Context: an optimization exercise on an open-source flow, tuned for small area, a short achievable clock period and few clock cycles per item. The choices shown serve that exercise and are no tape-out recipe. Only simulation tests tie the RTL to the original design; equivalence was not proved. Power and IR drop assume default switching activity.

==> design.v <==
package ssec_pkg;
  localparam int TILE_PX                = 16;
  localparam int SPRITE_SLOTS           = 64;
  localparam int SQUARE_SLOTS           = 256;
  localparam int MAX_SQUARES_PER_SPRITE = 64;
  localparam int ActionW  = 2;
  localparam int SprIdW   = 6;
  localparam int PosW     = 16;
  localparam int LayerW   = 8;
  localparam int PixW     = 12;
  localparam int SqIdW    = 8;
  localparam int CntW     = 7;
  localparam int CfgW     = 8;
  localparam int CfgIdxW  = 1;
  localparam int OutPosW  = 16;
  localparam int InDataW  = 112;
  localparam int OutDataW = 56;
  localparam int SqAddrW  = $clog2(SQUARE_SLOTS);
  localparam int ProdW    = PosW + $clog2(TILE_PX) + 1;
  localparam int CoordW   = PosW + $clog2(TILE_PX);
  localparam logic signed [CoordW-1:0] NegTile = CoordW'(-TILE_PX);
  localparam logic [ActionW-1:0] ActPush   = 2'd0;
  localparam logic [ActionW-1:0] ActHeader = 2'd1;
  localparam logic [ActionW-1:0] ActOffset = 2'd2;
  localparam logic [CfgIdxW-1:0] CfgViewWidth  = 1'd0;
  localparam logic [CfgIdxW-1:0] CfgViewHeight = 1'd1;
  typedef struct packed {
    logic [CntW-1:0]  count;
    logic [SqIdW-1:0] base;
    logic [PixW-1:0]  width;
  } hdr_t;
  typedef struct packed {
    logic [PixW-1:0] y;
    logic [PixW-1:0] x;
  } off_t;
  typedef struct packed {
    logic [OutPosW-1:0] x;
    logic [OutPosW-1:0] y;
    logic [SqIdW-1:0]   id;
  } sq_word_t;
endpackage
module sprite_square_expand_cull_core (
  input  logic                            clk_i,
  input  logic                            rst_ni,
  input  logic                            cfg_we_i,
  input  logic [ssec_pkg::CfgIdxW-1:0]    cfg_idx_i,
  input  logic [ssec_pkg::CfgW-1:0]       cfg_wdata_i,
  input  logic                            s_axis_tvalid,
  output logic                            s_axis_tready,
  input  logic [ssec_pkg::InDataW-1:0]    s_axis_tdata,
  input  logic [ssec_pkg::ActionW-1:0]    s_axis_tuser,
  output logic                            m_axis_tvalid,
  input  logic                            m_axis_tready,
  output logic [ssec_pkg::OutDataW-1:0]   m_axis_tdata,
  output logic                            m_axis_tlast
);
  localparam int SPRITE_SLOTS = ssec_pkg::SPRITE_SLOTS;
  localparam int BANK_SLOTS   = ssec_pkg::SQUARE_SLOTS / 2;
  localparam int CoordW       = 20;
  localparam int QD           = 8;
  logic [5:0]  in_id;
  logic [15:0] in_pos_x, in_pos_y;
  logic [7:0]  in_layer;
  logic        in_flip;
  logic [11:0] in_width;
  logic [7:0]  in_base;
  logic [6:0]  in_count;
  logic [7:0]  in_sq_index;
  logic [11:0] in_off_x, in_off_y;
  assign in_id       = s_axis_tdata[5:0];
  assign in_pos_x    = s_axis_tdata[21:6];
  assign in_pos_y    = s_axis_tdata[37:22];
  assign in_layer    = s_axis_tdata[45:38];
  assign in_flip     = s_axis_tdata[46];
  assign in_width    = s_axis_tdata[58:47];
  assign in_base     = s_axis_tdata[66:59];
  assign in_count    = s_axis_tdata[73:67];
  assign in_sq_index = s_axis_tdata[81:74];
  assign in_off_x    = s_axis_tdata[93:82];
  assign in_off_y    = s_axis_tdata[105:94];
  logic in_acc, hdr_wr, off_wr, push_acc;
  assign hdr_wr   = in_acc && (s_axis_tuser == 2'd1);
  assign off_wr   = in_acc && (s_axis_tuser == 2'd2);
  assign push_acc = in_acc && (s_axis_tuser == 2'd0);
  logic [12:0]              lim_x_q, lim_y_q;
  logic signed [CoordW-1:0] nlim_x_q;
  logic [12:0]              cfg_lim;
  assign cfg_lim = {({1'b0, cfg_wdata_i} + 9'd1), 4'd0};
  always_ff @(posedge clk_i or negedge rst_ni) begin
    if (!rst_ni) begin
      lim_x_q  <= 13'd336;
      lim_y_q  <= 13'd256;
      nlim_x_q <= -20'sd352;
    end else if (cfg_we_i) begin
      if (cfg_idx_i) begin
        lim_y_q  <= cfg_lim;
      end else begin
        lim_x_q  <= cfg_lim;
        nlim_x_q <= -20'sd16 - $signed({7'd0, cfg_lim});
      end
    end
  end
  logic [SPRITE_SLOTS-1:0]       spr_live_q;
  logic [SPRITE_SLOTS-1:0][25:0] hdr_mem;
  logic [5:0]                    cnt_m1;
  assign cnt_m1 = (in_count > 7'd64) ? 6'd63 : 6'(in_count - 7'd1);
  logic [7:0]  hw_hi_q, hw_lo_q;
  logic [25:0] hw_data_q;
  logic        hw_live_q;
  always_ff @(posedge clk_i or negedge rst_ni) begin
    if (!rst_ni) begin
      hw_hi_q <= '0;
    end else begin
      hw_hi_q <= hdr_wr ? (8'd1 << in_id[5:3]) : 8'd0;
    end
  end
  always_ff @(posedge clk_i) begin
    if (hdr_wr) begin
      hw_lo_q   <= 8'd1 << in_id[2:0];
      hw_data_q <= {cnt_m1, in_base, in_width};
      hw_live_q <= (in_count != 7'd0);
    end
  end
  for (genvar i = 0; i < SPRITE_SLOTS; i++) begin : g_hdr
    always_ff @(posedge clk_i or negedge rst_ni) begin
      if (!rst_ni) begin
        spr_live_q[i] <= 1'b0;
      end else if (hw_hi_q[i / 8] && hw_lo_q[i % 8]) begin
        spr_live_q[i] <= hw_live_q;
      end
    end
    always_ff @(posedge clk_i) begin
      if (hw_hi_q[i / 8] && hw_lo_q[i % 8]) hdr_mem[i] <= hw_data_q;
    end
  end
  logic [BANK_SLOTS-1:0][23:0] ev_mem, od_mem;
  logic [15:0]                 ow_hi_q, ow_lo_q;
  logic [23:0]                 ow_data_q;
  always_ff @(posedge clk_i or negedge rst_ni) begin
    if (!rst_ni) begin
      ow_hi_q <= '0;
    end else begin
      ow_hi_q <= off_wr ? (16'd1 << in_sq_index[7:4]) : 16'd0;
    end
  end
  always_ff @(posedge clk_i) begin
    if (off_wr) begin
      ow_lo_q   <= 16'd1 << in_sq_index[3:0];
      ow_data_q <= {in_off_y, in_off_x};
    end
  end
  for (genvar i = 0; i < BANK_SLOTS; i++) begin : g_off
    always_ff @(posedge clk_i) begin
      if (ow_hi_q[i / 8] && ow_lo_q[(2 * i) % 16])     ev_mem[i] <= ow_data_q;
      if (ow_hi_q[i / 8] && ow_lo_q[(2 * i + 1) % 16]) od_mem[i] <= ow_data_q;
    end
  end
  logic [25:0] hdr_rd;
  logic [5:0]  hdr_cm1;
  logic [7:0]  hdr_base;
  logic        hdr_live;
  always_comb begin
    hdr_rd = '0;
    for (int i = 0; i < SPRITE_SLOTS; i++) begin
      hdr_rd = hdr_rd | (hdr_mem[i] & {26{in_id == 6'(i)}});
    end
  end
  assign hdr_cm1  = hdr_rd[25:20];
  assign hdr_base = hdr_rd[19:12];
  assign hdr_live = spr_live_q[in_id];
  logic        busy_q;
  logic [5:0]  rem_q;       
  logic [7:0]  sq_q;        
  logic [6:0]  oa_q, ea_q;
  logic [15:0] py0_q;
  logic [11:0] width_q;
  logic [7:0]  layer_q;
  logic        flip_q;
  logic        issue, last_issue, credit;
  logic        hdrw_q, e_vld_q;
  logic [QD-1:0] q_th_q, q_th_d;    
  logic          deq;               
  logic busy_d, hdrw_d, credit_n, drained_n, ready_q, ready_d, last_d;
  assign last_issue    = (rem_q[5:1] == 5'd0);           
  assign credit        = e_vld_q ? !q_th_q[QD-4] : !q_th_q[QD-2];
  assign issue         = busy_q && credit;
  assign s_axis_tready = ready_q;
  assign in_acc        = s_axis_tvalid && ready_q;
  always_comb begin
    busy_d = busy_q;
    last_d = last_issue;
    hdrw_d = hdrw_q;
    if (push_acc) begin
      busy_d = hdr_live;
      last_d = (hdr_cm1[5:1] == 5'd0);
    end else if (issue) begin
      if (last_issue) busy_d = 1'b0;
      last_d = (rem_q[5:2] == 4'd0);                    
    end
    if (in_acc) hdrw_d = (s_axis_tuser == 2'd1);
  end
  always_comb begin
    case ({issue, e_vld_q, deq})
      3'b000:  credit_n = !q_th_q[QD-2];
      3'b001:  credit_n = !q_th_q[QD-1];
      3'b010:  credit_n = !q_th_q[QD-4];
      3'b011:  credit_n = !q_th_q[QD-3];
      3'b100:  credit_n = !q_th_q[QD-4];
      3'b101:  credit_n = !q_th_q[QD-3];
      3'b110:  credit_n = !q_th_q[QD-6];
      default: credit_n = !q_th_q[QD-5];
    endcase
  end
  assign drained_n = !busy_d && !issue && !e_vld_q && (deq ? !q_th_q[1] : !q_th_q[0]);
  assign ready_d   = !push_acc && !hdr_wr && (!busy_d || (credit_n && last_d)) && (!hdrw_d || drained_n);
  always_ff @(posedge clk_i or negedge rst_ni) begin
    if (!rst_ni) begin
      busy_q   <= 1'b0;
      hdrw_q   <= 1'b0;
      ready_q  <= 1'b1;
    end else begin
      busy_q   <= busy_d;
      hdrw_q   <= hdrw_d;
      ready_q  <= ready_d;
    end
  end
  always_ff @(posedge clk_i) begin
    if (push_acc) begin
      rem_q   <= hdr_cm1;
      sq_q    <= hdr_base;
      oa_q    <= hdr_base[7:1];
      ea_q    <= hdr_base[7:1] + 7'(hdr_base[0]);
      width_q <= hdr_rd[11:0];
      py0_q   <= in_pos_y;
      layer_q <= in_layer;
      flip_q  <= in_flip;
    end else if (issue) begin
      rem_q <= rem_q - 6'd2;
      sq_q  <= sq_q + 8'd2;
      oa_q  <= oa_q + 7'd1;
      ea_q  <= ea_q + 7'd1;
    end
  end
  logic [23:0] ev_rd, od_rd;
  assign ev_rd = ev_mem[ea_q];
  assign od_rd = od_mem[oa_q];
  logic signed [CoordW-1:0] in_px, in_py, in_ax0, in_bx0, in_pb0, in_ay, in_by;
  assign in_px  = {{(CoordW-16){in_pos_x[15]}}, in_pos_x};
  assign in_py  = {{(CoordW-16){in_pos_y[15]}}, in_pos_y};
  assign in_ax0 = in_flip ? (in_px + nlim_x_q) : (-20'sd16 - in_px);
  assign in_bx0 = in_flip ? in_px : ($signed({7'd0, lim_x_q}) - in_px);
  assign in_pb0 = in_flip ? (in_px - 20'sd16) : in_px;
  assign in_ay  = -20'sd16 - in_py;
  assign in_by  = $signed({7'd0, lim_y_q}) - in_py;
  logic        lo_any_y_q, hi_any_y_q, none_y_q;
  logic [11:0] ay_q, by_q;
  logic [11:0] axl_q, bxl_q, nbxl_q;
  logic [11:0] pb0_q;
  logic [3:0]  pbh_q [4];           
  logic [3:0]  pyh1_q;              
  logic [1:0]  axn_q, axz_q, axp_q, bxn_q, bxz_q, bxp_q;    
  logic [7:0]  in_axh, in_bxh;
  assign in_axh = in_ax0[CoordW-1:12];
  assign in_bxh = in_bx0[CoordW-1:12];
  always_ff @(posedge clk_i) begin
    if (push_acc) begin
      axl_q      <= in_ax0[11:0];
      bxl_q      <= in_bx0[11:0];
      nbxl_q     <= 12'd0 - in_bx0[11:0];
      pb0_q      <= in_pb0[11:0];
      pbh_q[0]   <= in_pb0[15:12] - 4'd1;
      pbh_q[1]   <= in_pb0[15:12];
      pbh_q[2]   <= in_pb0[15:12] + 4'd1;
      pbh_q[3]   <= in_pb0[15:12] + 4'd2;
      pyh1_q     <= in_pos_y[15:12] + 4'd1;
      axn_q      <= {(in_axh[7] && in_axh != 8'hff), in_axh[7]};
      axz_q      <= {(in_axh == 8'hff), (in_axh == 8'h00)};
      axp_q      <= {!in_axh[7], (!in_axh[7] && in_axh != 8'h00)};
      bxn_q      <= {(in_bxh[7] && in_bxh != 8'hff), in_bxh[7]};
      bxz_q      <= {(in_bxh == 8'hff), (in_bxh == 8'h00)};
      bxp_q      <= {!in_bxh[7], (!in_bxh[7] && in_bxh != 8'h00)};
      lo_any_y_q <= in_ay[CoordW-1];
      hi_any_y_q <= !in_by[CoordW-1] && (in_by[CoordW-2:12] != '0);
      none_y_q   <= (!in_ay[CoordW-1] && ((in_ay[CoordW-2:12] != '0) || (in_ay[11:0] == 12'hfff))) ||
                    in_by[CoordW-1] || (in_by == '0);
      ay_q       <= in_ay[11:0];
      by_q       <= in_by[11:0];
    end
  end
  logic [11:0] wadd, axs, bxs;
  logic [11:0] pbx;
  logic        pbc;
  logic [3:0]  pxh0, pxh1;
  logic        axc, bxc;
  logic        lo_any_x, hi_any_x, none_x;
  assign wadd = flip_q ? width_q : 12'd0;
  assign axs  = axl_q + wadd;
  assign bxs  = bxl_q + wadd;
  assign pbx  = pb0_q + wadd;
  logic [6:0] axlo, axhi, bxlo, bxhi, pblo, pbhi;
  assign axlo = {1'b0, axl_q[5:0]} + {1'b0, wadd[5:0]};
  assign axhi = {1'b0, axl_q[11:6]} + {1'b0, wadd[11:6]};
  assign bxlo = {1'b0, bxl_q[5:0]} + {1'b0, wadd[5:0]};
  assign bxhi = {1'b0, bxl_q[11:6]} + {1'b0, wadd[11:6]};
  assign pblo = {1'b0, pb0_q[5:0]} + {1'b0, wadd[5:0]};
  assign pbhi = {1'b0, pb0_q[11:6]} + {1'b0, wadd[11:6]};
  assign axc  = axhi[6] || ((axl_q[11:6] ^ wadd[11:6]) == 6'h3f && axlo[6]);
  assign bxc  = bxhi[6] || ((bxl_q[11:6] ^ wadd[11:6]) == 6'h3f && bxlo[6]);
  assign pbc  = pbhi[6] || ((pb0_q[11:6] ^ wadd[11:6]) == 6'h3f && pblo[6]);
  assign pxh0 = flip_q ? pbh_q[{1'b0, pbc}] : pbh_q[{1'b0, pbc} + 2'd1];
  assign pxh1 = flip_q ? pbh_q[{1'b0, pbc} + 2'd1] : pbh_q[{1'b0, pbc} + 2'd2];
  assign lo_any_x = axn_q[axc];
  assign hi_any_x = bxp_q[bxc];
  assign none_x   = axp_q[axc] || (axz_q[axc] && (wadd == ~axl_q)) ||
                    bxn_q[bxc] || (bxz_q[bxc] && (wadd == nbxl_q));
  logic        e_b_q, e_end_q, e_flip_q, e_none_q;
  logic        e_lax_q, e_lay_q, e_hax_q, e_hay_q;
  logic [11:0] e_ax_q, e_ay_q, e_bx_q, e_by_q;
  logic        e_par_q;                  
  logic [23:0] e_ev_q, e_od_q;           
  logic [7:0]  e_idev_q, e_idod_q, e_layer_q;
  logic [11:0] e_px_q;
  logic [15:0] e_py_q;
  logic [3:0]  e_pxh0_q, e_pxh1_q, e_pyh1_q;
  always_ff @(posedge clk_i or negedge rst_ni) begin
    if (!rst_ni) begin
      e_vld_q <= 1'b0;
    end else begin
      e_vld_q <= issue;
    end
  end
  always_ff @(posedge clk_i) begin
    e_b_q     <= (rem_q != 6'd0);
    e_end_q   <= last_issue;
    e_par_q   <= sq_q[0];
    e_ev_q    <= ev_rd;
    e_od_q    <= od_rd;
    e_idev_q  <= sq_q[0] ? sq_q + 8'd1 : sq_q;
    e_idod_q  <= sq_q[0] ? sq_q : sq_q + 8'd1;
    e_layer_q <= layer_q;
    e_flip_q  <= flip_q;
    e_px_q    <= pbx;
    e_pxh0_q  <= pxh0;
    e_pxh1_q  <= pxh1;
    e_pyh1_q  <= pyh1_q;
    e_py_q    <= py0_q;
    e_none_q  <= none_x || none_y_q;
    e_lax_q   <= lo_any_x;
    e_lay_q   <= lo_any_y_q;
    e_hax_q   <= hi_any_x;
    e_hay_q   <= hi_any_y_q;
    e_ax_q    <= axs;
    e_ay_q    <= ay_q;
    e_bx_q    <= bxs;
    e_by_q    <= by_q;
  end
  logic [15:0] x_ev, y_ev, x_od, y_od;
  logic        in_ev, in_od, vis_a, vis_b;
  logic [48:0] word_ev, word_od, wb;
  logic [11:0] xl_ev, yl_ev, xl_od, yl_od;
  logic        xc_ev, yc_ev, xc_od, yc_od;
  assign {xc_ev, xl_ev} = {1'b0, e_px_q} + {1'b0, e_flip_q ? ~e_ev_q[11:0] : e_ev_q[11:0]} + 13'(e_flip_q);
  assign {xc_od, xl_od} = {1'b0, e_px_q} + {1'b0, e_flip_q ? ~e_od_q[11:0] : e_od_q[11:0]} + 13'(e_flip_q);
  assign {yc_ev, yl_ev} = {1'b0, e_py_q[11:0]} + {1'b0, e_ev_q[23:12]};
  assign {yc_od, yl_od} = {1'b0, e_py_q[11:0]} + {1'b0, e_od_q[23:12]};
  assign x_ev = {xc_ev ? e_pxh1_q : e_pxh0_q, xl_ev};
  assign x_od = {xc_od ? e_pxh1_q : e_pxh0_q, xl_od};
  assign y_ev = {yc_ev ? e_pyh1_q : e_py_q[15:12], yl_ev};
  assign y_od = {yc_od ? e_pyh1_q : e_py_q[15:12], yl_od};
  logic [3:0] gt_ev, lt_ev, gt_od, lt_od;
  for (genvar a = 0; a < 2; a++) begin : g_cmp
    logic [11:0] ev, od, lo, hi;
    assign ev = e_ev_q[12 * a +: 12];
    assign od = e_od_q[12 * a +: 12];
    assign lo = a ? e_ay_q : e_ax_q;
    assign hi = a ? e_by_q : e_bx_q;
    assign gt_ev[a] = (ev[11:6] > lo[11:6]) || ((ev[11:6] == lo[11:6]) && (ev[5:0] > lo[5:0]));
    assign lt_ev[a] = (ev[11:6] < hi[11:6]) || ((ev[11:6] == hi[11:6]) && (ev[5:0] < hi[5:0]));
    assign gt_od[a] = (od[11:6] > lo[11:6]) || ((od[11:6] == lo[11:6]) && (od[5:0] > lo[5:0]));
    assign lt_od[a] = (od[11:6] < hi[11:6]) || ((od[11:6] == hi[11:6]) && (od[5:0] < hi[5:0]));
  end
  assign gt_ev[3:2] = '0;
  assign lt_ev[3:2] = '0;
  assign gt_od[3:2] = '0;
  assign lt_od[3:2] = '0;
  assign in_ev = !e_none_q && (e_lax_q || gt_ev[0]) && (e_hax_q || lt_ev[0]) &&
                 (e_lay_q || gt_ev[1]) && (e_hay_q || lt_ev[1]);
  assign in_od = !e_none_q && (e_lax_q || gt_od[0]) && (e_hax_q || lt_od[0]) &&
                 (e_lay_q || gt_od[1]) && (e_hay_q || lt_od[1]);
  assign vis_a = e_vld_q && (e_par_q ? in_od : in_ev);
  assign vis_b = e_vld_q && e_b_q && (e_par_q ? in_ev : in_od);
  assign word_ev = {e_flip_q, e_idev_q, e_layer_q, y_ev, x_ev};
  assign word_od = {e_flip_q, e_idod_q, e_layer_q, y_od, x_od};
  assign wb      = e_par_q ? word_ev : word_od;
  logic [QD-1:0][48:0] q_word_q;
  logic [QD-1:0]       q_last_q, q_ok_q;
  logic [QD-1:0]       q_wr_q, q_rd_q, q_wr1, q_wrm1, q_rd1, q_sel;
  logic                tail_open_q;
  logic                any_vis, retro, head_hole, o_vld_q, o_free;
  logic [48:0]         wa;
  assign any_vis   = vis_a || vis_b;
  assign wa        = e_par_q ? word_od : word_ev;
  assign retro     = e_vld_q && e_end_q && !any_vis && tail_open_q;
  assign q_wr1     = {q_wr_q[QD-2:0], q_wr_q[QD-1]};
  assign q_wrm1    = {q_wr_q[0], q_wr_q[QD-1:1]};
  assign q_rd1     = {q_rd_q[QD-2:0], q_rd_q[QD-1]};
  assign o_free    = !o_vld_q || m_axis_tready;
  assign head_hole = |(q_rd_q & ~q_ok_q);
  assign q_sel     = (q_rd_q & q_ok_q) | (q_rd1 & ~{q_ok_q[QD-2:0], q_ok_q[QD-1]});
  assign deq       = o_free && (head_hole ? (q_th_q[1] && (!tail_open_q || q_th_q[2]))
                                          : (q_th_q[0] && (!tail_open_q || q_th_q[1])));
  always_comb begin
    q_th_d = q_th_q;
    case ({vis_b, vis_a && !vis_b, deq, head_hole})
      4'b0010: q_th_d = {1'b0, q_th_q[QD-1:1]};
      4'b0011: q_th_d = {2'b0, q_th_q[QD-1:2]};
      4'b0100: q_th_d = {q_th_q[QD-2:0], 1'b1};
      4'b0101: q_th_d = {q_th_q[QD-2:0], 1'b1};
      4'b0111: q_th_d = {1'b0, q_th_q[QD-1:1]};
      4'b1000: q_th_d = {q_th_q[QD-3:0], 2'b11};
      4'b1001: q_th_d = {q_th_q[QD-3:0], 2'b11};
      4'b1010: q_th_d = {q_th_q[QD-2:0], 1'b1};
      default: q_th_d = q_th_q;
    endcase
  end
  always_ff @(posedge clk_i or negedge rst_ni) begin
    if (!rst_ni) begin
      q_wr_q      <= QD'(1);
      q_rd_q      <= QD'(1);
      q_th_q      <= '0;
      tail_open_q <= 1'b0;
    end else begin
      if (vis_b)      q_wr_q <= {q_wr1[QD-2:0], q_wr1[QD-1]};
      else if (vis_a) q_wr_q <= q_wr1;
      if (deq) q_rd_q <= head_hole ? {q_rd1[QD-2:0], q_rd1[QD-1]} : q_rd1;
      q_th_q <= q_th_d;
      if (any_vis)                 tail_open_q <= !e_end_q;
      else if (e_vld_q && e_end_q) tail_open_q <= 1'b0;
    end
  end
  for (genvar i = 0; i < QD; i++) begin : g_q
    always_ff @(posedge clk_i) begin
      if (e_vld_q && q_wr_q[i]) begin
        q_word_q[i] <= wa;
        q_last_q[i] <= e_end_q && !vis_b;
        q_ok_q[i]   <= vis_a;
      end else if (e_vld_q && q_wr1[i]) begin
        q_word_q[i] <= wb;
        q_last_q[i] <= e_end_q;
        q_ok_q[i]   <= 1'b1;
      end else if (retro && q_wrm1[i]) begin
        q_last_q[i] <= 1'b1;
      end
    end
  end
  logic [49:0] o_q, q_head;
  always_comb begin
    q_head = '0;
    for (int i = 0; i < QD; i++) begin
      q_head = q_head | ({q_last_q[i], q_word_q[i]} & {50{q_sel[i]}});
    end
  end
  always_ff @(posedge clk_i or negedge rst_ni) begin
    if (!rst_ni) begin
      o_vld_q <= 1'b0;
    end else if (o_free) begin
      o_vld_q <= deq;
    end
  end
  always_ff @(posedge clk_i) begin
    if (deq) o_q <= q_head;
  end
  assign m_axis_tvalid = o_vld_q;
  assign m_axis_tlast  = o_q[49];
  assign m_axis_tdata  = {7'd0, o_q[48:0]};
endmodule
==> run.sh <==
#!/bin/bash
# synth_recipe.tcl (not shown) runs the flow's synth.tcl, then flattens the netlist and writes it again
# the make line also repeats each setting of config.mk as NAME=value (left out here)
make -C /OpenROAD-flow-scripts/flow DESIGN_CONFIG=/design/flow/config.mk WORK_HOME=/design/flow/orfs CLKGATE_MAP_FILE= SYNTH_SCRIPT=/design/flow/synth_recipe.tcl finish
==> config.mk <==
export PLATFORM = sky130hd
export DESIGN_NAME = sprite_square_expand_cull_core
export DESIGN_NICKNAME = sprite_square_expand_cull_core
export VERILOG_FILES = /design/flow/design.v
export SDC_FILE = /design/flow/constraint.sdc
export NUM_CORES = 4
export LEC_CHECK = 0
export ABC_CLOCK_PERIOD_IN_PS = 3000
export CAP_MARGIN = 20
export CORE_MARGIN = 2
export CORE_UTILIZATION = 62
export CTS_CLUSTER_DIAMETER = 100
export CTS_CLUSTER_SIZE = 24
export SETUP_SLACK_MARGIN = 3.0
export SLEW_MARGIN = 20
export SYNTH_MEMORY_MAX_BITS = 16384
==> constraint.sdc <==
create_clock -name core_clock -period 6.5 [get_ports {clk_i}]
set_input_delay 1.3000 -clock core_clock [delete_from_list [all_inputs] [get_ports {clk_i}]]
set_output_delay 1.3000 -clock core_clock [all_outputs]
set_load 0.01 [all_outputs]
==> results of run 1 <==
[state kept, by name, indices dropped and copies added, names as in the netlist, 11 cells and up]
signal      cells
ow_data_q      24
od_mem       3072
width_q        12
spr_live_q     64
q_word_q      392
ay_q           11
py0_q          16
pb0_q          11
o_q            50
e_py_q         16
e_ev_q         24
hdr_mem      1664
e_px_q         12
ev_mem       3072
e_od_q         24
axl_q          12
hw_data_q      26
pbh_q          14
ow_hi_q        16
ow_lo_q        16
e_bx_q         11
e_by_q         11
nbxl_q         11
[per-stage QoR]
step | instance area, µm² | worst slack, ns | hold slack (ns) | util | std cells
floorplan | 341300 | 2.454 | 0.3233 | - | 15850
global placement | 355300 | 0.4656 | 0.3244 | 0.6484 | 23190
detailed placement | 355400 | 0.4651 | 0.3283 | 0.6486 | 23200
CTS | 370900 | 2.724 | 0.1305 | 0.6768 | 23970
global route | 373300 | 2.626 | 0.1957 | 0.6812 | 24090
finish | 373500 | 2.757 | 0.1457 | 0.6816 | 24170
[repair_timing]
item,in CTS,in global routing
hold buffers,0,0
gates cloned,46,29
setup buffers,202,74
resized for setup,308,196
endpoints found under the setup margin,383,278
pin swaps,69,69
[per-layer routing]
metal	GRT usage	wire, µm
met5	0	267
met4	0.1343	46910
met3	0.07350	117700
met2	0.5541	467000
met1	0.5013	357500
[power by group through the flow]
stage	Combinational, µW	Sequential (µW)	Clock [µW]
floorplan	13200	65400	0
global placement	20700	65300	0
detailed placement	21300	65400	0
CTS	22800	64000	28800
global route	24600	64100	30600
finish	23600	64000	28600
[cells in the mapped netlist (all sizes together), types with 183 or more instances]
master / number
mux2i: 183
clkbuf: 491
ha: 209
a22oi: 971
mux2: 246
buf: 305
and2: 340
a21oi: 184
edfxtp: 8500
nor2: 292
nand2: 472
mux4: 2035
[worst paths after layout]
kind | from | cells after the start | end
setup / recovery | s_axis_tdata[1] | 16 | oa_q[4]$_DFFE_PN_
hold / removal | rst_ni | 1 | spr_live_q[61]$_DFFE_PN0P_
setup reg to reg | width_q[0]$_DFFE_PP_ | 15 | e_pxh0_q[0]$_DFF_P_
hold reg to reg | py0_q[13]$_DFFE_PP_ | 0 | e_py_q[13]$_DFF_P_
max in group asynchronous | rst_ni | 2 | o_vld_q$_DFFE_PN0P_
min in group core_clock | py0_q[13]$_DFFE_PP_ | 0 | e_py_q[13]$_DFF_P_
[final cells by class]
class | instances | area share
inverter | 138 | 0.001461
antenna | 93 | 0.0006232
multi-input combinational | 6114 | 0.2057
clock buffer | 507 | 0.02873
clock inverter | 19 | 0.0008443
tap | 7261 | 0.02433
timing repair buffer | 1234 | 0.03657
sequential | 8804 | 0.7018
[worst register-to-register path, stage by stage (launching register included)]
cell and delay, ns:
sky130_fd_sc_hd__edfxtp_1 0.90, sky130_fd_sc_hd__and2_4 0.31, sky130_fd_sc_hd__ha_4 0.15, sky130_fd_sc_hd__inv_4 0.04, sky130_fd_sc_hd__fa_2 0.35, sky130_fd_sc_hd__nor2b_2 0.13, sky130_fd_sc_hd__o21ai_2 0.08, sky130_fd_sc_hd__a21boi_2 0.19
sky130_fd_sc_hd__o21ai_2 0.07, sky130_fd_sc_hd__nand2b_1 0.09, sky130_fd_sc_hd__a21o_1 0.16, sky130_fd_sc_hd__nand4_1 0.15, sky130_fd_sc_hd__a31oi_2 0.23, sky130_fd_sc_hd__buf_6 0.22, sky130_fd_sc_hd__xor2_4 0.20, sky130_fd_sc_hd__mux2_4 0.31
[layout by cell type, fill, tap and decap left out, types with 93 or more instances in the layout]
| cell type | instances |
|---|---|
| sky130_fd_sc_hd__xnor2_1 | 121 |
| sky130_fd_sc_hd__dfxtp_1 | 151 |
| sky130_fd_sc_hd__inv_1 | 129 |
| sky130_fd_sc_hd__nand4_1 | 168 |
| sky130_fd_sc_hd__a22oi_1 | 966 |
| sky130_fd_sc_hd__mux2i_1 | 162 |
| sky130_fd_sc_hd__diode_2 | 93 |
| sky130_fd_sc_hd__clkdlybuf4s50_1 | 152 |
| sky130_fd_sc_hd__nand2_1 | 452 |
| sky130_fd_sc_hd__clkbuf_16 | 444 |
| sky130_fd_sc_hd__edfxtp_1 | 8500 |
| sky130_fd_sc_hd__mux4_2 | 2035 |
| sky130_fd_sc_hd__and2_1 | 264 |
| sky130_fd_sc_hd__mux2_2 | 196 |
| sky130_fd_sc_hd__ha_1 | 203 |
| sky130_fd_sc_hd__nor2_1 | 248 |
| sky130_fd_sc_hd__dfrtp_1 | 130 |
| sky130_fd_sc_hd__a21oi_1 | 175 |
| sky130_fd_sc_hd__buf_12 | 106 |
| sky130_fd_sc_hd__buf_4 | 761 |
[logic make-up after synthesis]
logic type	after synthesis
compound gates	1506
simple gates	1698
fa+ha+maj	216
flops	8804
xor+xnor	221
mux	2464
other cells	2
buf+inv	934
==> impl_metrics.yaml, run 1 <==
status:
  outcome: "complete, no violations"
detailed_routing:
  remaining_drc_errors: 0
  wire_per_inst_um: 40.94
  route.antenna.remaining_nets: 0
  detail_route.vias_per_cell: 7.201
  drt-initial-drc-count: 28820
  routed-via-count: 174100
  drt_first_pass_iters: 7
  wl_um: 989400
pwr:
  worst_ir_drop_vdd_uv: 282.9
  switching_power_uw: 30960
  share_clk_of_total_power: 0.246
  p_leak_uw: 0.1191
  combPwrFrac: 0.203
  cellPowerDensity_nw_per_um2: 311.3
  netSwitchingFraction: 0.2663
  totalPowerFinal_uw: 116200
  power.share.sequential: 0.551
  p_int_uw: 85290
synth:
  compound_cell_area_share_of_the_yosys_netlist: 0.03161
  synth-seq-cells: 8804
  muxShareOfSynthArea: 0.1481
  netlist_instances: 15850
  synth_area_per_cell_um2: 21.49
  post_synth_xor_area_fraction: 0.005686
  seq_area_frac_synth: 0.7698
  synth_edf_count: 8500
  mappedNetlistArea_um2: 340400
  synth_fa_ha_area_frac: 0.008093
  number_of_distinct_library_cells_after_synthesis: 88
  synthFlopType: "sky130_fd_sc_hd__edfxtp_1"
  asyncSetResetFlopFracSynth: 0.01647
  post_synth_and_or_nand_nor_area_fraction: 0.02550
  post-synth-top-area-cell: "sky130_fd_sc_hd__edfxtp_1"
  ys_warn_count: 2
  yosys.area.top_type_share: 0.7498
  synth_top_family_by_area: "multiplexers"
  synthTopCellsByArea: "sky130_fd_sc_hd__edfxtp_1 75%, sky130_fd_sc_hd__mux4_2 13%, sky130_fd_sc_hd__a22oi_1 2.1%"
floorplan:
  die_area_um2: 555000
  start_util: 0.6213
  ios: 187
  row_count: 272
  core_area_um2: 547900
  fp.dieW_um: 745
  die_y_um: 745
clock_network:
  clock_sink_count: 8804
  ctsHtreeMaxLevel: 5
  tritoncts: "built"
  cts-buffers-inserted: 405
  cts.path.max_buffers: 4
  clk_root_buffer_cell: "sky130_fd_sc_hd__clkbuf_16"
  clock_insertion_delay_worst_skew_ns: 1.12
  cts.reportedPaths.clkPinSlew_ns: 0.10
setup_path:
  cp_data_required_time_ns: 7.34
  wp_buf_inv: 8
  family_with_the_most_delay_on_the_worst_path: "buffers and inverters"
  cp_slowest_cell: "sky130_fd_sc_hd__nor3_2"
  critPathMostFrequentCell: "sky130_fd_sc_hd__buf_4"
  worst_setup_path_end_kind: "flop"
  worstPathMaxFanout: 17
  path_cells: "clkdlybuf4s15_2, buf_8, nand2b_4, buf_12, buf_4, nor2_4, buf_4, a22oi_1, nand4_1, nor3_2, nand4_1, buf_12, buf_4, nor2_1, buf_4, a21oi_1"
  arrival_ns: 4.59
  worstSetupStartpointType: "input port"
  worst_path_largest_cell_delay_ns: 0.39
  setup.reg_to_reg.worst_slack_ns: 2.78
  worstSetupPathType: "input port to flop"
global_routing:
  grt_start_max_net_pins: 217
  global_route_overflow: 0
  grt_pass1_vias: 168800
  antenna_found_initial: 92
  global_route_wire_length_before_repair_um: 1343000
  groute.usage.overall: 0.3537
sta:
  fmax_ghz: 0.2671
  final_min_period_over_clock_period: 0.5759
  finalHoldViolations: 0
  drv_slew: 0
  totalNegativeSetupSlack_ns: 0
  maxSlewHeadroom: 0.04059
  tightest_slew_ns: 1.439
  grt_setup_unrepaired: "true"
  setup_violations: 0
  clock-skew-final_ns: 0.07044
  layout_min_cycle_time_ns: 3.743
min_path:
  min-delay-path-class: "input port to async pin"
finish:
  num-fill-cells: 33860
  multi_input_area_um2: 76800
  layout-drive-gt1-share: 0.2472
  areaGrowthSynthToFinish_pct: 9.702
  fin_nets: 17040
  seq_area_um2: 262100
place:
  gpl.final_weighted_congestion: 0.8924
  buffer_ports.inserted: 173
  detailedPlacementHpwl_um: 548500
run:
  max_cap_viol_count: 0
Testbench counts, summed over its fixed seeds: cycles 27,770, squares 25,595.
==> inputs of run 2 (changes only) <==
--- a/design.v
+++ b/design.v
@@ -58,5 +58,5 @@
   localparam int BANK_SLOTS   = ssec_pkg::SQUARE_SLOTS / 2;
   localparam int CoordW       = 20;
-  localparam int QD           = 8;
+  localparam int QD           = 10;
   logic [5:0]  in_id;
   logic [15:0] in_pos_x, in_pos_y;
==> impl_metrics.yaml, run 2 <==
synth:
  post_synth_and_or_nand_nor_area_fraction: 0.02761
  post-synth-top-area-cell: "sky130_fd_sc_hd__edfxtp_1"
  most_common_library_cells_after_synthesis: "8602 x sky130_fd_sc_hd__edfxtp_1, 2036 x sky130_fd_sc_hd__mux4_2, 976 x sky130_fd_sc_hd__a22oi_1, 770 x sky130_fd_sc_hd__nand2_1, 575 x sky130_fd_sc_hd__clkbuf_1"
  mappedNetlistArea_um2: 345200
  synth.most_common_cell: "sky130_fd_sc_hd__edfxtp_1"
  number_of_distinct_library_cells_after_synthesis: 82
  muxShareOfSynthArea: 0.1450
  yosys.area.top_type_share: 0.7483
  synth_fa_ha_area_frac: 0.007982
  synthTopCellsByArea: "sky130_fd_sc_hd__edfxtp_1 75%, sky130_fd_sc_hd__mux4_2 13%, sky130_fd_sc_hd__a22oi_1 2.1%"
  synth_edf_count: 8602
  synthFlopType: "sky130_fd_sc_hd__edfxtp_1"
  synth-seq-cells: 8912
  netlist_instances: 16400
  compound_cell_area_share_of_the_yosys_netlist: 0.03367
  synth_area_per_cell_um2: 21.05
  seq_area_frac_synth: 0.7686
  post_synth_xor_area_fraction: 0.005836
  synth_top_family_by_area: "multiplexers"
  ys_warn_count: 2
  asyncSetResetFlopFracSynth: 0.01694
run:
  max_cap_viol_count: 0
sta:
  drv_slew: 0
  totalNegativeSetupSlack_ns: 0
  fmax_ghz: 0.2628
  clock-skew-final_ns: 0.08358
  layout_min_cycle_time_ns: 3.805
  final_min_period_over_clock_period: 0.5854
  setup_violations: 0
  finalHoldViolations: 0
  maxSlewHeadroom: 0.05645
  tightest_slew_ns: 1.415
  grt_setup_unrepaired: "true"
setup_path:
  arrival_ns: 4.72
  cp_data_required_time_ns: 7.42
  worstSetupStartpointType: "flop"
  worstPathMaxFanout: 15
  setup.reg_to_reg.worst_slack_ns: 2.70
  worstSetupPathType: "flop to flop"
  worst_setup_path_end_kind: "flop"
finish:
  areaGrowthSynthToFinish_pct: 9.539
  final_common_cell: "sky130_fd_sc_hd__edfxtp_1"
  layout-drive-gt1-share: 0.2335
  num-fill-cells: 34550
  top_regs: "ev_mem: 3072 flops, od_mem: 3072 flops, hdr_mem: 1664 flops"
  fin_nets: 17480
  layout.cells.most_common_list: "8602 x sky130_fd_sc_hd__edfxtp_1, 2036 x sky130_fd_sc_hd__mux4_2, 974 x sky130_fd_sc_hd__a22oi_1"
  finalCoreUtilization: 0.6804
  fin_area_um2: 378100
place:
  detailedPlacementHpwl_um: 591000
  placed_cell_area_um2: 360100
  buffer_ports.inserted: 173
  gpl.final_weighted_congestion: 0.9170
floorplan:
  fp.dieW_um: 750.1
  die_area_um2: 562700
  ios: 187
  row_count: 274
  die_y_um: 750.1
  start_util: 0.6211
  core_area_um2: 555700
clock_network:
  ctsHtreeMaxLevel: 5
  tritoncts: "built"
  cts.path.max_buffers: 4
  ctsHoldBuffers: 0
  cts-buffers-inserted: 409
  cts.reportedPaths.clkPinSlew_ns: 0.10
  clk_root_buffer_cell: "sky130_fd_sc_hd__clkbuf_16"
  clock_sink_count: 8912
  clock_insertion_delay_worst_skew_ns: 1.11
detailed_routing:
  drt-initial-drc-count: 31120
  remaining_drc_errors: 0
  wl_um: 1039000
  routed-via-count: 179100
  route.antenna.remaining_nets: 0
  wire_per_inst_um: 41.63
  drt_first_pass_iters: 7
  detail_route.vias_per_cell: 7.175
min_path:
  min-delay-path-class: "input port to async pin"
global_routing:
  grt_start_max_net_pins: 210
  grt-busiest-layer: "met2"
  gr-usage-met1: 0.5070
  global_route_wire_length_before_repair_um: 1405000
  gr-usage-met3: 0.09749
  globalRouteMet2Util: 0.5604
  antenna_found_initial: 140
  grt_pass1_vias: 174000
  groute.usage.overall: 0.3668
  global_route_overflow: 0
pwr:
  cellPowerDensity_nw_per_um2: 330.5
  worst_ir_drop_vdd_uv: 254.7
  p_leak_uw: 0.1207
  totalPowerFinal_uw: 125000
status:
  outcome: "complete, no violations"
[run 2: what timing repair did]
item | 4_1_cts | 5_1_grt
cloned | 54 | 27
hold endpoints to repair | 0 | 0
setup endpoints to repair | 384 | 309
pin swaps | 42 | 22
buffers inserted | 137 | 65
resized for setup | 323 | 172
[run 2: where the power goes]
group / leakage (µW) / internal, µW / switching (µW) / total, µW
combinational: 0.0346 / 12700 / 17900 / 30700
clock: 0.00546 / 11900 / 17200 / 29100
sequential: 0.0806 / 64300 / 915 / 65200
total: 0.121 / 88900 / 36000 / 125000
[run 2: final timing paths]
check,cells past startpoint,endpoint,from
worst max-delay path,10,e_ev_q[1]$_DFF_P_,ea_q[0]$_DFFE_PN_
worst min-delay path,1,spr_live_q[49]$_DFFE_PN0P_,rst_ni
worst max register to register,10,e_ev_q[1]$_DFF_P_,ea_q[0]$_DFFE_PN_
worst min register to register,0,e_by_q[3]$_DFF_P_,ay_q[3]$_DFFE_PP_
max in group asynchronous,2,o_vld_q$_DFFE_PN0P_,rst_ni
min in group core_clock,0,e_by_q[3]$_DFF_P_,ay_q[3]$_DFFE_PP_
[run 2: layout make-up]
type | instances | area [µm²] | share of cell area
Inverter | 156 | 596.8 | 0.001579
Multi-Input combinational cell | 6492 | 77930 | 0.2061
Antenna cell | 235 | 588.1 | 0.001555
Sequential cell | 8912 | 265300 | 0.7017
Clock inverter | 18 | 266.5 | 0.0007049
Tap cell | 7452 | 9324 | 0.02466
Timing Repair Buffer | 1161 | 13100 | 0.03464
Clock buffer | 542 | 10990 | 0.02906
[run 2: routing by layer]
layer,part of all wire,vias up,wire (µm)
met5,0.00040,-,418
met4,0.054,60,55930
met3,0.13,2346,134500
met2,0.46,12720,481900
met1,0.35,94500,366600
li1,-,69510,-
[run 2: logic make-up (layout without fill, tap and decap cells)]
family | after synthesis | count (layout)
other | 2 | 244
AOI/OAI and AO/OA | 1626 | 1626
adders and majority gates | 216 | 216
muxes | 2430 | 2430
DFF | 8912 | 8912
buffers and inverters | 1000 | 1877
and+or+nand+nor | 1980 | 1981
xor gates and xnor gates | 230 | 230
[run 2: worst max-delay path, stage by stage (launching register included)]
cell and delay (ns):
sky130_fd_sc_hd__edfxtp_1 0.39, sky130_fd_sc_hd__buf_12 0.16, sky130_fd_sc_hd__buf_16 0.17, sky130_fd_sc_hd__buf_16 0.18, sky130_fd_sc_hd__buf_16 0.16, sky130_fd_sc_hd__buf_12 0.12, sky130_fd_sc_hd__buf_16 0.16, sky130_fd_sc_hd__mux4_2 0.53
sky130_fd_sc_hd__mux4_2 0.61, sky130_fd_sc_hd__mux4_2 0.61, sky130_fd_sc_hd__mux2_4 0.42
[run 2: per-stage QoR]
| stage | std cells | worst slack [ns] | hold slack, ns |
|---|---|---|---|
| after floorplan | 16400 | 2.454 | 0.3233 |
| after global placement | 23880 | 0.6283 | 0.3236 |
| after detailed placement | 23890 | 0.5057 | 0.3269 |
| after CTS | 24640 | 2.745 | 0.1134 |
| after global routing | 24880 | 2.692 | 0.1465 |
| final | 24970 | 2.695 | 0.1363 |
Testbench counts of run 2, summed over its fixed seeds: cycles 27,266, squares 25,595.
==> inputs of run 3 (changes only) <==
--- a/config.mk
+++ b/config.mk
@@ -12,5 +12,5 @@
 export CTS_CLUSTER_DIAMETER = 100
 export CTS_CLUSTER_SIZE = 24
-export SETUP_SLACK_MARGIN = 3.0
+export SETUP_SLACK_MARGIN = 3.3
 export SLEW_MARGIN = 20
 export SYNTH_MEMORY_MAX_BITS = 16384
==> impl_metrics.yaml, run 3 <==
status:
  outcome: "complete, no violations"
sta:
  final_min_period_over_clock_period: 0.5721
  setup_violations: 0
  drv_slew: 0
  tightest_slew_ns: 1.343
  maxSlewHeadroom: 0.1044
  finalHoldViolations: 0
  grt_setup_unrepaired: "true"
  setup_ws_ns: 2.781
  totalNegativeSetupSlack_ns: 0
  clock-skew-final_ns: 0.1098
  fmax_ghz: 0.2689
  layout_min_cycle_time_ns: 3.719
global_routing:
  groute.usage.overall: 0.3674
  grt_pass1_vias: 175300
  antenna_found_initial: 130
  gr-usage-met1: 0.5239
  grt_start_max_net_pins: 194
  gr-usage-met3: 0.09585
  globalRouteMet2Util: 0.5525
  global_route_overflow: 0
  grt-busiest-layer: "met2"
  global_route_wire_length_before_repair_um: 1412000
setup_path:
  r2r.worst_path.cells: 10
  worst_setup_path_end_kind: "flop"
  cp_data_required_time_ns: 7.42
  arrival_ns: 4.64
  setup.reg_to_reg.worst_slack_ns: 2.78
  worstSetupPathType: "flop to flop"
  critical_path.reg2reg.endpoint: "e_ev_q[10]$_DFF_P_"
  worstPathMaxFanout: 12
  crit-reg2reg-launch: "ea_q[0]$_DFFE_PN_"
  worstSetupStartpointType: "flop"
detailed_routing:
  drt_first_pass_iters: 7
  wire_per_inst_um: 41.64
  wl_um: 1041000
  route.antenna.remaining_nets: 0
  drt-initial-drc-count: 31770
  routed-via-count: 181400
  remaining_drc_errors: 0
  detail_route.vias_per_cell: 7.255
synth:
  most_common_library_cells_after_synthesis: "8602 x sky130_fd_sc_hd__edfxtp_1, 2036 x sky130_fd_sc_hd__mux4_2, 976 x sky130_fd_sc_hd__a22oi_1, 770 x sky130_fd_sc_hd__nand2_1, 575 x sky130_fd_sc_hd__clkbuf_1"
  synth_area_per_cell_um2: 21.05
  yosys.area.top_type_share: 0.7483
  synth.most_common_cell: "sky130_fd_sc_hd__edfxtp_1"
  asyncSetResetFlopFracSynth: 0.01694
  synth_edf_count: 8602
  number_of_distinct_library_cells_after_synthesis: 82
  ys_warn_count: 2
  synthFlopType: "sky130_fd_sc_hd__edfxtp_1"
  post-synth-top-area-cell: "sky130_fd_sc_hd__edfxtp_1"
  seq_area_frac_synth: 0.7686
  synth-seq-cells: 8912
  mappedNetlistArea_um2: 345200
  netlist_instances: 16400
  synthTopCellsByArea: "sky130_fd_sc_hd__edfxtp_1 75%, sky130_fd_sc_hd__mux4_2 13%, sky130_fd_sc_hd__a22oi_1 2.1%"
clock_network:
  tritoncts: "built"
  ctsHtreeMaxLevel: 5
  cts.path.max_buffers: 4
  clock_sink_count: 8912
  clock_insertion_delay_worst_skew_ns: 1.14
  clk_root_buffer_cell: "sky130_fd_sc_hd__clkbuf_16"
  cts-buffers-inserted: 410
  cts.reportedPaths.clkPinSlew_ns: 0.10
pwr:
  netSwitchingFraction: 0.2882
  worst_ir_drop_vdd_uv: 336.0
  p_leak_uw: 0.1228
  p_int_uw: 90080
  switching_power_uw: 36480
  share_clk_of_total_power: 0.229
  power.share.sequential: 0.516
  cellPowerDensity_nw_per_um2: 331.2
  combPwrFrac: 0.255
min_path:
  min-delay-path-class: "input port to async pin"
place:
  buffer_ports.inserted: 173
  detailedPlacementHpwl_um: 581600
  gpl.final_weighted_congestion: 0.9167
  placed_cell_area_um2: 359800
  dp_worst_setup_slack_ns: 0.6157
  post-place-cells: 23870
finish:
  fin_nets: 17660
  top_regs: "ev_mem: 3072 flops, od_mem: 3072 flops, hdr_mem: 1664 flops"
  layout.cells.most_common_list: "8602 x sky130_fd_sc_hd__edfxtp_1, 2036 x sky130_fd_sc_hd__mux4_2, 959 x sky130_fd_sc_hd__a22oi_1"
  finalCoreUtilization: 0.6877
  fin_area_um2: 382200
  final_common_cell: "sky130_fd_sc_hd__edfxtp_1"
  layout-drive-gt1-share: 0.2512
  finished_layout_cells: 25000
  areaGrowthSynthToFinish_pct: 10.72
floorplan:
  die_area_um2: 562700
  fp.dieW_um: 750.1
  start_util: 0.6211
  core_area_um2: 555700
  die_y_um: 750.1
  row_count: 274
  ios: 187
run:
  max_cap_viol_count: 0
[run 3: cell counts after synthesis]
No cell type changed its count.
[run 3: through the flow]
stage	power [µW]	hold slack, ns
after global placement	92740	0.3265
final	126600	0.3014
after floorplan	82950	0.3233
after detailed placement	93390	0.3269
after CTS	125200	0.2970
after global routing	129900	0.3409
[run 3: power by group through the flow]
stage / clock [µW] / combinational [µW] / sequential (µW)
after global placement: 0 / 26200 / 66500
after CTS: 29200 / 30800 / 65200
after detailed placement: 0 / 26800 / 66600
final: 29000 / 32300 / 65300
after global routing: 31000 / 33500 / 65300
after floorplan: 0 / 16600 / 66400
[run 3: worst max-delay path, cell delays in order, from the launching register on]
cell and delay [ns]:
sky130_fd_sc_hd__edfxtp_1 0.39, sky130_fd_sc_hd__buf_12 0.12, sky130_fd_sc_hd__buf_16 0.16, sky130_fd_sc_hd__buf_16 0.17
sky130_fd_sc_hd__buf_16 0.19, sky130_fd_sc_hd__buf_12 0.15, sky130_fd_sc_hd__buf_16 0.17, sky130_fd_sc_hd__mux4_2 0.56
sky130_fd_sc_hd__mux4_2 0.65, sky130_fd_sc_hd__mux4_2 0.50, sky130_fd_sc_hd__mux2_4 0.36
[run 3: how the worst max path moves through the flow]
stage	start	to	slack, ns	cells past startpoint
after global routing	ea_q[0]$_DFFE_PN_	e_ev_q[12]$_DFF_P_	2.81	11
final	ea_q[0]$_DFFE_PN_	e_ev_q[10]$_DFF_P_	2.78	10
after floorplan	ow_data_q[0]$_DFFE_PP_	ev_mem[0]$_DFFE_PP_	2.45	0
after detailed placement	s_axis_tdata[3]	ea_q[6]$_DFFE_PN_	0.62	14
after CTS	ea_q[0]$_DFFE_PN_	e_ev_q[10]$_DFF_P_	2.83	11
after global placement	s_axis_tdata[1]	ea_q[6]$_DFFE_PN_	0.60	13
[run 3: what timing repair did]
action                                  CTS  global route
hold buffers                              0             0
gates resized for setup                 701           349
hold endpoints to repair                  0             0
endpoints found under the setup margin  725           348
gates cloned                            115            22
buffers inserted                        247            99
pin swaps                                87            91
[run 3: final cells by class]
cell class / count / area [µm²]
Sequential cell: 8912 / 265300
Fill cell: 34110 / 173600
Multi-Input combinational cell: 6499 / 79480
Timing Repair Buffer: 1338 / 16000
Clock buffer: 518 / 10750
Tap cell: 7452 / 9324
Inverter: 156 / 613.1
Clock inverter: 27 / 411.6
Antenna cell: 101 / 252.7
[run 3: kinds of logic after synthesis]
logic type | Yosys count | synth area share
compound gates | 1626 | 0.03367
xor+xnor | 230 | 0.005836
fa+ha+maj | 216 | 0.007982
buf+inv | 1000 | 0.01132
flops | 8912 | 0.7686
mux | 2430 | 0.1450
other cells | 2 | 0.00002176
simple gates | 1980 | 0.02761
[run 3: routing by layer]
layer	part of all wire	vias up
met2	0.46	13330
li1	-	69780
met5	0.00039	-
met1	0.36	95950
met3	0.13	2261
met4	0.050	62

-- port drivers added, routing unchanged --
The results above use ideal ports. As a check the final layouts listed here were re-extracted and re-timed, cells and wires unchanged. Step 1, drivers: a clkbuf_16 drives clk_i and a buf_2 each remaining input, both assumed. Step 2 moves the port delays by t, midway between the first and last clock arrival at a register: inputs arrive t later, outputs are due t later. That takes back most of the time a late clock gives input paths. Three values: ideal ports, drivers, drivers and shift; two values: the first two.
run | t, ns | slack for setup (ns) | worst setup path at the end | clock arrival spread, ns
run 1 | 1.204 | 2.757 / 2.778 / 1.653 | input to register | 0.084 / 0.085
run 2 | 1.220 | 2.695 / 2.637 / 1.482 | input to register | 0.090 / 0.090
run 3 | 1.208 | 2.781 / 2.781 / 1.834 | input to register | 0.118 / 0.118
After both steps setup and hold are still met in every run listed. For run 2, which loses most, drivers alone change the setup slack by -0.058 ns; drivers and shift together by -1.213 ns.
